Background: an optimization exercise with open tools, aiming at a short achievable clock period and few clock cycles per item. Do not read the settings as production practice. In this exercise RTL edits were held to simulation tests only and were not proved equivalent to the original.

==> quartz: inputs <==
Design load_store_traffic_generator, start of the top module:
module load_store_traffic_generator (
  input  logic        clk,
  input  logic        rst_n,
  input  logic        in_tvalid,
  output logic        in_tready,
  input  logic [7:0]  in_tdata,    
  output logic        out_tvalid,
  input  logic        out_tready,
  output logic [71:0] out_tdata,   
  input  logic        cfg_valid,
  output logic        cfg_ready,
  input  logic [2:0]  cfg_index,
  input  logic [63:0] cfg_data
);
  localparam int CW = $clog2(lstg_pkg::CREDITS + 1);
  logic [63:0] base_r;
  logic [2:0]  mode_r;
  logic [13:0] n_r;         
  logic [13:0] total_r;     
  logic        loads_r;
  logic [13:0] n_wr;
  logic [12:0] line_r;
  assign cfg_ready = 1'b1;
  assign n_wr = lstg_pkg::clamp_count(cfg_data[12:0]);
  always_ff @(posedge clk) begin
    if (!rst_n) begin
      base_r  <= lstg_pkg::BASE_RESET;
      mode_r  <= lstg_pkg::MODE_RESET;
      n_r     <= {1'b0, lstg_pkg::COUNT_RESET};
      total_r <= {1'b0, lstg_pkg::COUNT_RESET};
      loads_r <= lstg_pkg::DO_LOADS_RESET;
      line_r  <= lstg_pkg::LINE_RESET;
    end else if (cfg_valid) begin
      case (cfg_index)
        lstg_pkg::REG_BASE:     base_r  <= cfg_data;
        lstg_pkg::REG_MODE: begin
          mode_r  <= cfg_data[2:0];
          total_r <= (cfg_data[2:0] == lstg_pkg::MODE_WTR) ? {n_r[12:0], 1'b0} : n_r;
        end
        lstg_pkg::REG_COUNT: begin
          n_r     <= n_wr;
          total_r <= (mode_r == lstg_pkg::MODE_WTR) ? {n_wr[12:0], 1'b0} : n_wr;
        end
        lstg_pkg::REG_DO_LOADS: loads_r <= cfg_data[0];
        lstg_pkg::REG_LINE:     line_r  <= cfg_data[12:0];
        default: ;
      endcase
    end
  end
  logic [CW-1:0] owed_r;
  logic          ready_r;
  logic          acc_in, take;
  assign acc_in = in_tvalid && ready_r;
  ...
export LEC_CHECK = 0
export ABC_CLOCK_PERIOD_IN_PS = 2500
export CAP_MARGIN = 20
export CORE_MARGIN = 2
export CORE_UTILIZATION = 65
export PLACE_DENSITY = 0.75
export SLEW_MARGIN = 20
create_clock -name core_clock -period 10.0 [get_ports {clk}]
standard.sh (not shown) runs the stock make flow with config.mk's settings and CLKGATE_MAP_FILE= SYNTH_SCRIPT=/design/flow/synth_recipe.tcl, a recipe that flattens the netlist after the stock synthesis.
==> flow/flow/run.sh <==
#!/bin/bash
set -euo pipefail
MARGIN=${FLOW_SETUP_MARGIN:-7}
bash standard.sh SETUP_SLACK_MARGIN=$MARGIN finish > run_make.log 2>&1
==> tundra: changes against quartz <==
--- a/flow/design.v
+++ b/flow/design.v
@@ -40,23 +40,20 @@
   input  logic       rst_n,
   input  logic       push,
   input  logic [3:0] push_cmd,    
   input  logic       pop,
   output logic       head_valid,
-  output logic [5:0] head_cmd     
+  output logic [3:0] head_cmd
 );
   localparam int PTR_W = (DEPTH > 1) ? $clog2(DEPTH) : 1;
   localparam int CNT_W = $clog2(DEPTH + 1);
-  logic [5:0]       slot_r [DEPTH];
+  logic [3:0]       slot_r [DEPTH];
   logic [PTR_W-1:0] wr_ptr_r, rd_ptr_r;
   logic [CNT_W-1:0] cnt_r;
   logic             hv_r;
-  logic [5:0]       head_r;
-  logic [5:0]       push_dec;
+  logic [3:0]       head_r;
   logic             load_head, t_empty, t_push, t_pop;
-  assign push_dec  = {push_cmd[3:2], push_cmd[1:0] == 2'd3, push_cmd[1:0] == 2'd2,
-                      push_cmd[1:0] == 2'd1, push_cmd[1:0] == 2'd0};
   assign t_empty   = (cnt_r == '0);
   assign load_head = !hv_r || pop;
   assign t_pop     = load_head && !t_empty;
   assign t_push    = push && !(load_head && t_empty);
   always_ff @(posedge clk) begin
@@ -71,12 +68,12 @@
       if (t_push) wr_ptr_r <= (wr_ptr_r == PTR_W'(DEPTH - 1)) ? '0 : wr_ptr_r + PTR_W'(1);
       cnt_r <= cnt_r + CNT_W'(t_push) - CNT_W'(t_pop);
     end
   end
   always_ff @(posedge clk) begin
-    if (load_head) head_r <= t_empty ? push_dec : slot_r[rd_ptr_r];
-    if (t_push) slot_r[wr_ptr_r] <= push_dec;
+    if (load_head) head_r <= t_empty ? push_cmd : slot_r[rd_ptr_r];
+    if (t_push) slot_r[wr_ptr_r] <= push_cmd;
   end
   assign head_valid = hv_r;
   assign head_cmd   = head_r;
 endmodule
 `timescale 1ns / 1ps
@@ -94,36 +91,33 @@
   localparam int PTR_W = (DEPTH > 1) ? $clog2(DEPTH) : 1;
   localparam int CNT_W = $clog2(DEPTH + 1);
   logic [71:0]      slot_r [DEPTH];
   logic [PTR_W-1:0] wr_ptr_r, rd_ptr_r;
   logic [CNT_W-1:0] cnt_r;       
-  logic             ov_r, ov_n_r;
-  logic [71:0]      o_r, o_n_r;    
+  logic             ov_r;
+  logic [71:0]      o_r;
   logic             load_o, f_empty, consume;
   logic [71:0]      cand;
   assign f_empty = (cnt_r == '0);
   assign load_o  = !ov_r || out_tready;
   assign consume = load_o && (!f_empty || in_valid);
   assign cand    = f_empty ? in_data : slot_r[rd_ptr_r];
   always_ff @(posedge clk) begin
     if (!rst_n) begin
       ov_r     <= 1'b0;
-      ov_n_r   <= 1'b1;
       cnt_r    <= '0;
       wr_ptr_r <= '0;
       rd_ptr_r <= '0;
     end else begin
-      ov_r   <= load_o ? (!f_empty || in_valid) : !ov_n_r;
-      ov_n_r <= load_o ? !(!f_empty || in_valid) : ov_n_r;
+      if (load_o) ov_r <= !f_empty || in_valid;
       if (consume) rd_ptr_r <= (rd_ptr_r == PTR_W'(DEPTH - 1)) ? '0 : rd_ptr_r + PTR_W'(1);
       if (in_valid) wr_ptr_r <= (wr_ptr_r == PTR_W'(DEPTH - 1)) ? '0 : wr_ptr_r + PTR_W'(1);
       cnt_r <= cnt_r + CNT_W'(in_valid) - CNT_W'(consume);
     end
   end
   always_ff @(posedge clk) begin
-    o_r   <= load_o ? cand : ~o_n_r;
-    o_n_r <= load_o ? ~cand : o_n_r;
+    if (load_o) o_r <= cand;
     if (in_valid) slot_r[wr_ptr_r] <= in_data;
   end
   assign out_tvalid = ov_r;
   assign out_tdata  = o_r;
 endmodule
@@ -137,16 +131,16 @@
   input  logic [13:0] total,     
   input  logic        do_loads,
   input  logic [12:0] line,
   input  logic        cfg_wr,
   input  logic        head_valid,
-  input  logic [5:0]  head_cmd,    
+  input  logic [3:0]  head_cmd,
   output logic        pop,
   output logic        res_valid,
   output logic [71:0] res_data
 );
-  localparam int QD = 4;     
+  localparam int QD = 3;     
   logic wtr, rnd;
   assign wtr = (mode == lstg_pkg::MODE_WTR);
   assign rnd = (mode == lstg_pkg::MODE_RANDOM);
   logic [50:0] base_hp13_r;    
   logic [37:0] base_hp26_r;    
@@ -182,22 +176,20 @@
   logic        rge_r;    
   logic [63:0] nfs_r;         
   logic [50:0] nfs_hp13_r;    
   logic        vseq_r;        
   logic [15:0] pf_lfsr_r;            
-  logic        s1v_r, s2v_r;
+  logic        s1v_r;
   logic [25:0] s1_s_r, s1_c_r;       
-  logic [26:0] s2_r;                 
-  logic [26:0] rq_r [QD];            
-  logic [2:0]  rq_cnt_r;
+  logic [63:0] rq_r [QD];
+  logic [1:0]  rq_cnt_r;
   logic        flush;
   logic        pf_issue;
   logic        rq_push, rq_pop;
-  logic [63:0] rq_head;
+  logic [63:0] rq_new;
   assign flush    = !rst_n || cfg_wr;
-  assign pf_issue = (rq_cnt_r + {2'd0, s1v_r} + {2'd0, s2v_r}) < 3'(QD);
-  assign rq_head  = {rq_r[0][26] ? base_hp26_r : base[63:26], rq_r[0][25:0]};
+  assign pf_issue = ({1'b0, rq_cnt_r} + {2'd0, s1v_r}) < 3'(QD);
   function automatic logic [51:0] csa(input logic [25:0] a, input logic [25:0] b,
                                       input logic [25:0] c);
     logic [25:0] s, cy;
     s  = a ^ b ^ c;
     cy = ((a & b) | (a & c) | (b & c)) << 1;
@@ -222,14 +214,14 @@
   logic [26:0] s2_t, s2_u;
   logic [27:0] s2_sum;
   assign s2_t   = {1'b0, base[25:0]} ^ {1'b0, s1_s_r} ^ {1'b0, s1_c_r};
   assign s2_u   = {(base[25:0] & s1_s_r) | (base[25:0] & s1_c_r) | (s1_s_r & s1_c_r), 1'b0};
   assign s2_sum = {1'b0, s2_t} + {1'b0, s2_u};
+  assign rq_new = {s2_sum[26] ? base_hp26_r : base[63:26], s2_sum[25:0]};
   always_ff @(posedge clk) begin
     s1_s_r <= l5[0];
     s1_c_r <= l5[1];
-    s2_r   <= s2_sum[26:0];
   end
   logic [4:0]  eng_cnt_r;
   logic [13:0] eng_idx_r;
   logic [26:0] eng_acc_r;
   logic [63:0] eng_res_r;
@@ -256,23 +248,25 @@
     end
     if (eng_cnt_r == 5'd3) begin
       eng_res_r <= {eng_lo[27] ? base_hp27_r : base[63:27], eng_lo[26:0]};
     end
   end
+  logic [1:0]  cmd;
   logic        pa, rw;
   logic        is_start, is_issue, is_resp;
   logic        stall;
   logic        ev_start, vi, acc, form, rsp, wr, bad;
   logic        to_run, to_wait, to_done, finished;
   logic [63:0] fa, addr_use;
   logic        step_rnd;
-  assign is_start = head_cmd[0];
-  assign is_issue = head_cmd[1];
-  assign is_resp  = head_cmd[2];
-  assign pa       = head_cmd[4];
-  assign rw       = head_cmd[5];
-  assign stall = is_issue && (!vseq_r || (rnd && (rq_cnt_r == 3'd0)));
+  assign cmd      = head_cmd[1:0];
+  assign pa       = head_cmd[2];
+  assign rw       = head_cmd[3];
+  assign is_start = (cmd == lstg_pkg::CMD_START);
+  assign is_issue = (cmd == lstg_pkg::CMD_ISSUE);
+  assign is_resp  = (cmd == lstg_pkg::CMD_RESP);
+  assign stall = is_issue && (!vseq_r || (rnd && (rq_cnt_r == 2'd0)));
   assign pop   = head_valid && !stall;
   assign ev_start = pop && is_start && (ph_idle_r || ph_done_r);
   assign vi       = pop && is_issue && ph_run_r && ci_r;
   assign acc      = vi && pa;
   assign form     = vi && !held_r;
@@ -285,11 +279,11 @@
   assign finished = to_done || (ph_done_r && !ev_start);
   always_comb begin
     case (mode)
       lstg_pkg::MODE_NEXT:   fa = nxt_r;
       lstg_pkg::MODE_SEQ:    fa = nfs_r;
-      lstg_pkg::MODE_RANDOM: fa = rq_head;
+      lstg_pkg::MODE_RANDOM: fa = rq_r[0];
       lstg_pkg::MODE_WTR:    fa = nfs_r;
       default:               fa = base;
     endcase
   end
   assign addr_use = held_r ? held_addr_r : fa;
@@ -300,31 +294,29 @@
   assign res_data[65]    = vi && (wtr ? ige_r : do_loads);
   assign res_data[69:66] = finished ? lstg_pkg::STATUS_DONE : 4'd0;
   assign res_data[70]    = finished;
   assign res_data[71]    = bad;
   assign rq_pop  = step_rnd;
-  assign rq_push = s2v_r;
+  assign rq_push = s1v_r;
   always_ff @(posedge clk) begin
     if (flush) begin
       pf_lfsr_r <= rst_n ? lfsr_r : lstg_pkg::LFSR_SEED;
       s1v_r     <= 1'b0;
-      s2v_r     <= 1'b0;
       rq_cnt_r  <= '0;
     end else begin
       if (pf_issue) pf_lfsr_r <= lstg_pkg::lfsr_next(pf_lfsr_r);
       s1v_r    <= pf_issue;
-      s2v_r    <= s1v_r;
-      rq_cnt_r <= rq_cnt_r + 3'(rq_push) - 3'(rq_pop);
+      rq_cnt_r <= rq_cnt_r + 2'(rq_push) - 2'(rq_pop);
     end
   end
   for (genvar i = 0; i < QD; i++) begin : g_rq
     always_ff @(posedge clk) begin
       if (rq_pop) begin
-        if (rq_push && (rq_cnt_r == 3'(i + 1))) rq_r[i] <= s2_r;
+        if (rq_push && (rq_cnt_r == 2'(i + 1))) rq_r[i] <= rq_new;
         else if (i < QD - 1)                    rq_r[i] <= rq_r[(i + 1) % QD];
-      end else if (rq_push && (rq_cnt_r == 3'(i))) begin
-        rq_r[i] <= s2_r;
+      end else if (rq_push && (rq_cnt_r == 2'(i))) begin
+        rq_r[i] <= rq_new;
       end
     end
   end
   always_ff @(posedge clk) begin
     if (!rst_n) begin
@@ -495,11 +487,11 @@
       else                      ready_r <= (owed_r < CW'(lstg_pkg::CREDITS));
     end
   end
   assign in_tready = ready_r;
   logic        head_valid;
-  logic [5:0]  head_cmd;
+  logic [3:0]  head_cmd;
   logic        pop;
   logic        res_valid;
   logic [71:0] res_data;
   lstg_front #(
     .DEPTH (lstg_pkg::CREDITS - 1)
==> flow/run.sh (new file) <==
#!/bin/bash
# synth_recipe.tcl (not shown) runs the flow's synth.tcl, then flattens the netlist and writes it again
# the make line also repeats each setting of config.mk as NAME=value (left out here)
make -C /OpenROAD-flow-scripts/flow DESIGN_CONFIG=/design/flow/config.mk WORK_HOME=/design/flow/orfs CLKGATE_MAP_FILE= SYNTH_SCRIPT=/design/flow/synth_recipe.tcl finish
- CORE_UTILIZATION: 65 -> 40
- PLACE_DENSITY: 0.75 -> 0.6
- SETUP_SLACK_MARGIN: not set -> 5
removed: flow/flow/run.sh
removed: flow/standard.sh
==> metrics.md <==
| Metric | Value |
|---|---|
| Complex-gate fraction of the synthesized area | 13.2% |
| Layout Utilization | 45.0% |
| Run status | timing/DRC/antenna clean |
| Terminus of the critical flop-to-flop path | u_back.rq_r[1][63]$_DFF_P_ |
| Inst Count DP | 9,008 |
| Tcrit/Tclk final | 46.7% |
the above is filed under tundra

==> metrics.md <==
| Metric | Value |
|---|---|
| Run status | timing/DRC/antenna clean |
| Layout Utilization | 78.2% |
| Terminus of the critical flop-to-flop path | u_back.s1_s_r[11]$_DFF_P_ |
| Area growth syn-to-layout | 18.6% |
| Most area-hungry cell type in the Yosys netlist | edfxtp_1 |
| Setup slack, reg-to-reg | 6.50 ns |
| Inst Count DP | between 7k and 8k |
the above is filed under quartz

Testbench counts of quartz, summed over its fixed seeds: cycles 56,579, items 53,091.
Testbench counts of tundra, summed over its fixed seeds: cycles 56,466, items 53,091.

-- separate check: timing with driven ports --
In the flow no input, the clock included, has a driving cell. The finished layouts below were timed again as built, in two steps.
Step 1 assumes that a clkbuf_16 drives the clock port and a buf_2 every other input.
Step 2 times the ports against the registers' clock, not the clock port: input delays grow and output delays shrink by t, the midpoint of the rising clock arrivals with the driver on.
a / b / c = ideal ports / drivers / drivers and shift; a / b = the first two.
| run | t (ns) | slack for setup (ns) | worst setup path at the end | clock arrival spread, ns | worst slew at a driven data input, ns |
|---|---|---|---|---|---|
| quartz | 0.833 | 6.498 / 6.498 / 6.218 | input to register | 0.037 / 0.037 | 0.06 |
| tundra | 0.853 | 5.335 / 5.335 / 5.112 | input to register | 0.028 / 0.028 | 0.06 |
After both steps setup and hold are still met in every run listed. For quartz, which loses most, drivers alone change the setup slack by 0.000 ns; drivers and shift together by -0.280 ns.
